Source: an optimization exercise on an open RTL-to-GDS flow (aim: small area, a short achievable clock period and few clock cycles per item). Production flows keep margins and buffers that such runs may drop. At most, simulation tests tie the RTL to the original design; equivalence was not proved.

Design fp_mul_pipe, start of the top module:
module fp_mul_pipe
#(
  parameter int EXP_W = 8,
  parameter int MAN_W = 23,
  localparam int W = 1 + EXP_W + MAN_W
) (
  input  logic         clk,
  input  logic         reset,
  input  logic         in_valid,
  output logic         in_ready,
  input  logic         rnd_mode,
  input  logic [W-1:0] a,
  input  logic [W-1:0] b,
  output logic         out_valid,
  input  logic         out_ready,
  output logic [W-1:0] c,
  output logic         ovf,
  output logic         unf,
  output logic         inv
);
Size: about 240 flip-flops, ~110 I/O pins.
make LEC_CHECK=0 ABC_AREA=1 CAP_MARGIN=20 CORE_MARGIN=2 CORE_UTILIZATION=40 SETUP_SLACK_MARGIN=4 SLEW_MARGIN=20 SYNTH_HIERARCHICAL=1 SYNTH_MINIMUM_KEEP_SIZE=0 finish   # period 8.5 ns
run.sh (not shown) runs the stock make flow with config.mk's settings and CLKGATE_MAP_FILE= SYNTH_SCRIPT=/design/flow/synth_recipe.tcl, a recipe that flattens the netlist after the stock synthesis.
Then changed:
SETUP_SLACK_MARGIN = not set   (was 4)
The new run ran to the end with no violations. Final area goes down by 5.5%. Global-route usage goes down by 1.3 points. Area after synthesis is unchanged. Via count goes down by 3.3%. Synthesized cell count is unchanged. Hold slack barely changes. Count of clock-buffer cells in the layout goes down by 2. Routed wire length goes down by 5.7%.
No run of this note included a check of the RTL's function; only the layout flow was run.

Another version of the RTL of fp_mul_pipe (not shown whole).
For scale: about 2100 cells after synthesis, roughly 210 flip-flops, roughly 110 I/O pins.
==> flow/config.mk <==
export PLATFORM = sky130hd
export DESIGN_NAME = fp_mul_pipe
export DESIGN_NICKNAME = fp_mul_pipe
export VERILOG_FILES = /design/flow/design.v
export SDC_FILE = /design/flow/constraint.sdc
export NUM_CORES = 4
export LEC_CHECK = 0
export ABC_AREA = 1
export CAP_MARGIN = 20
export CORE_MARGIN = 2
export CORE_UTILIZATION = 40
export SETUP_SLACK_MARGIN = 4.0
export SLEW_MARGIN = 20
export SYNTH_HIERARCHICAL = 1
export SYNTH_MINIMUM_KEEP_SIZE = 0
==> flow/constraint.sdc <==
create_clock -name core_clock -period 8.5 [get_ports {clk}]
set_input_delay 1.7000 -clock core_clock [delete_from_list [all_inputs] [get_ports {clk}]]
set_output_delay 1.7000 -clock core_clock [all_outputs]
set_load 0.01 [all_outputs]
standard.sh (not shown) runs the stock make flow with config.mk's settings and CLKGATE_MAP_FILE= SYNTH_SCRIPT=/design/flow/synth_recipe.tcl, a recipe that flattens the netlist after the stock synthesis.
==> flow/flow/run.sh <==
#!/bin/bash
# Layout flow: the standard ORFS flow (standard.sh, unchanged synthesis),
# with port buffers of a plain buffer cell instead of the default choice, and
# timing repair allowed to change cell footprints.
set -euo pipefail
bash standard.sh \
  MATCH_CELL_FOOTPRINT=0 \
  BUFFER_PORTS_ARGS="-buffer_cell sky130_fd_sc_hd__buf_4" \
  finish > standard.log 2>&1
Testbench counts at the start, summed over its fixed seeds: cycles 16,024, items 16,000.
Rerun with:
--- a/flow/config.mk
+++ b/flow/config.mk
@@ -12 +12 @@
-export SETUP_SLACK_MARGIN = 4.0
+export SETUP_SLACK_MARGIN = 4.3
Wire length rose by 13%.
Worst setup slack improved by 0.19 ns.
Synthesized cell count does not change.
Core utilization rose by 3.5 points.
Register-to-register slack is better by 0.19 ns.

Another version of the RTL of fp_mul_pipe (not shown whole).
Size in the first run: roughly 2,000 cells after synthesis, roughly 190 flip-flops, ~110 I/O pins, roughly 21,000 um2 of cells after synthesis.
clock: 8.5 ns
lec_check: 0
abc_area: 1
cap_margin: 20
core_margin: 2
core_utilization: 40
cts_buf_list: sky130_fd_sc_hd__clkbuf_8 sky130_fd_sc_hd__clkbuf_16
setup_slack_margin: 4.6
slew_margin: 20
synth_hierarchical: 1
synth_minimum_keep_size: 0
==> flow/flow/run.sh <==
#!/bin/bash
# Layout flow: the standard ORFS flow (standard.sh, unchanged synthesis),
# with port buffers of a plain small buffer cell instead of the default
# choice, and timing repair allowed to change cell footprints.
set -euo pipefail
bash standard.sh \
  MATCH_CELL_FOOTPRINT=0 \
  REMOVE_ABC_BUFFERS=1 \
  BUFFER_PORTS_ARGS="-buffer_cell sky130_fd_sc_hd__buf_2" \
  finish > standard.log 2>&1
The starting point finished clean.
Testbench counts at the start, summed over its fixed seeds: cycles 16,024, items 16,000.
Change:
--- a/flow/flow/run.sh
+++ b/flow/flow/run.sh
@@ -8 +7,0 @@
-  REMOVE_ABC_BUFFERS=1 \
Settings changed: SETUP_SLACK_MARGIN 4.6 to 4.8.
Effect:
- final area rises by 5.8%
- fmax went down by 2.0%
- non-clock buffer count rose by 39
Change:
Settings changed: CTS_BUF_LIST sky130_fd_sc_hd__clkbuf_8 sky130_fd_sc_hd__clkbuf_16 to sky130_fd_sc_hd__clkbuf_16, CTS_CLUSTER_SIZE set to 30, SETUP_SLACK_MARGIN 4.8 to 4.6.
Area after synthesis does not change.
Cell area fell by 4.6%.
Sequential share of layout area goes up by 1.1 points.
Wire length is lower by 4.7%.
Change:
Settings changed: CORE_UTILIZATION 40 to 50, CTS_BUF_LIST sky130_fd_sc_hd__clkbuf_16 to sky130_fd_sc_hd__clkbuf_8 sky130_fd_sc_hd__clkbuf_16, CTS_CLUSTER_SIZE 30 to not set.
=> The new run passed the timing, design-rule and antenna checks; critical path depth grows by 1; worst setup slack got worse by 0.10 ns; final area came out higher slightly; clock skew shrinks by 0.0074 ns.
Change:
Settings changed: CORE_UTILIZATION 50 to 40, TNS_END_PERCENT set to 5.
Fmax came out lower by a few percent.
Die area came out higher by a quarter to a third.
Routed wire length falls by a few percent.
Change:
--- a/flow/flow/run.sh
+++ b/flow/flow/run.sh
@@ -4 +4,2 @@
-# choice, and timing repair allowed to change cell footprints.
+# choice, timing repair allowed to change cell footprints, and a fanout cap
+# for the post-placement repair_design (flow/fanout.tcl).
@@ -5,0 +7 @@
+export PRE_RESIZE_TCL="$PWD/flow/fanout.tcl"
==> flow/flow/fanout.tcl (new file) <==
# Hook sourced before the post-placement repair_design: cap the fanout so the
# operand bank's flip-flops (which drive about 24 Booth selectors each) get buffered.
set_max_fanout 12 [current_design]
Settings changed: SETUP_SLACK_MARGIN 4.6 to 4.2, TNS_END_PERCENT 5 to not set.
What happened: Via count goes up by 4.5%; global-route usage goes up by 1.1 points; final area goes up by 3.5%; area after synthesis does not change; die area does not change.

[what the ideal ports hide]
The results above use ideal ports. As a check the final layouts listed here were re-extracted and re-timed, cells and wires unchanged.
Step 1 sets driving cells, clkbuf_16 on the clock port and buf_2 on the other inputs (assumed; they add their load-dependent delay and slew).
Step 2 adds t to the input delays and takes it off the output delays; t is the mean of the earliest and latest rising clock arrival at the registers after step 1. Input paths then give back, and output paths get back, about the clock's delay inside the block.
Slacks: ideal / step 1 / step 2; pairs: ideal / step 1.
run | t (ns) | setup slack, ns | latest minus earliest clock arrival (ns)
the first run of note 1 | 0.627 | 3.775 / 3.719 / 3.396 | 0.019 / 0.019
the second run of note 1 | 0.631 | 2.591 / 2.532 / 2.409 | 0.018 / 0.018
the first run of note 2 | 0.621 | 4.082 / 4.082 / 4.082 | 0.024 / 0.024
the second run of note 2 | 0.612 | 4.271 / 4.271 / 4.271 | 0.017 / 0.018
the first run of note 3 | 0.534 | 4.573 / 4.542 / 4.366 | 0.020 / 0.021
the second run of note 3 | 0.530 | 4.493 / 4.462 / 4.462 | 0.027 / 0.027
the third run of note 3 | 0.542 | 4.610 / 4.577 / 4.463 | 0.029 / 0.028
the fourth run of note 3 | 0.510 | 4.508 / 4.474 / 4.474 | 0.023 / 0.023
the fifth run of note 3 | 0.548 | 4.419 / 4.386 / 4.243 | 0.034 / 0.033
the sixth run of note 3 | 0.544 | 4.248 / 4.248 / 3.977 | 0.023 / 0.023
After both steps setup and hold are still met in every run listed. For the first run of note 1, which loses most, drivers alone change the setup slack by -0.056 ns; drivers and shift together by -0.379 ns.
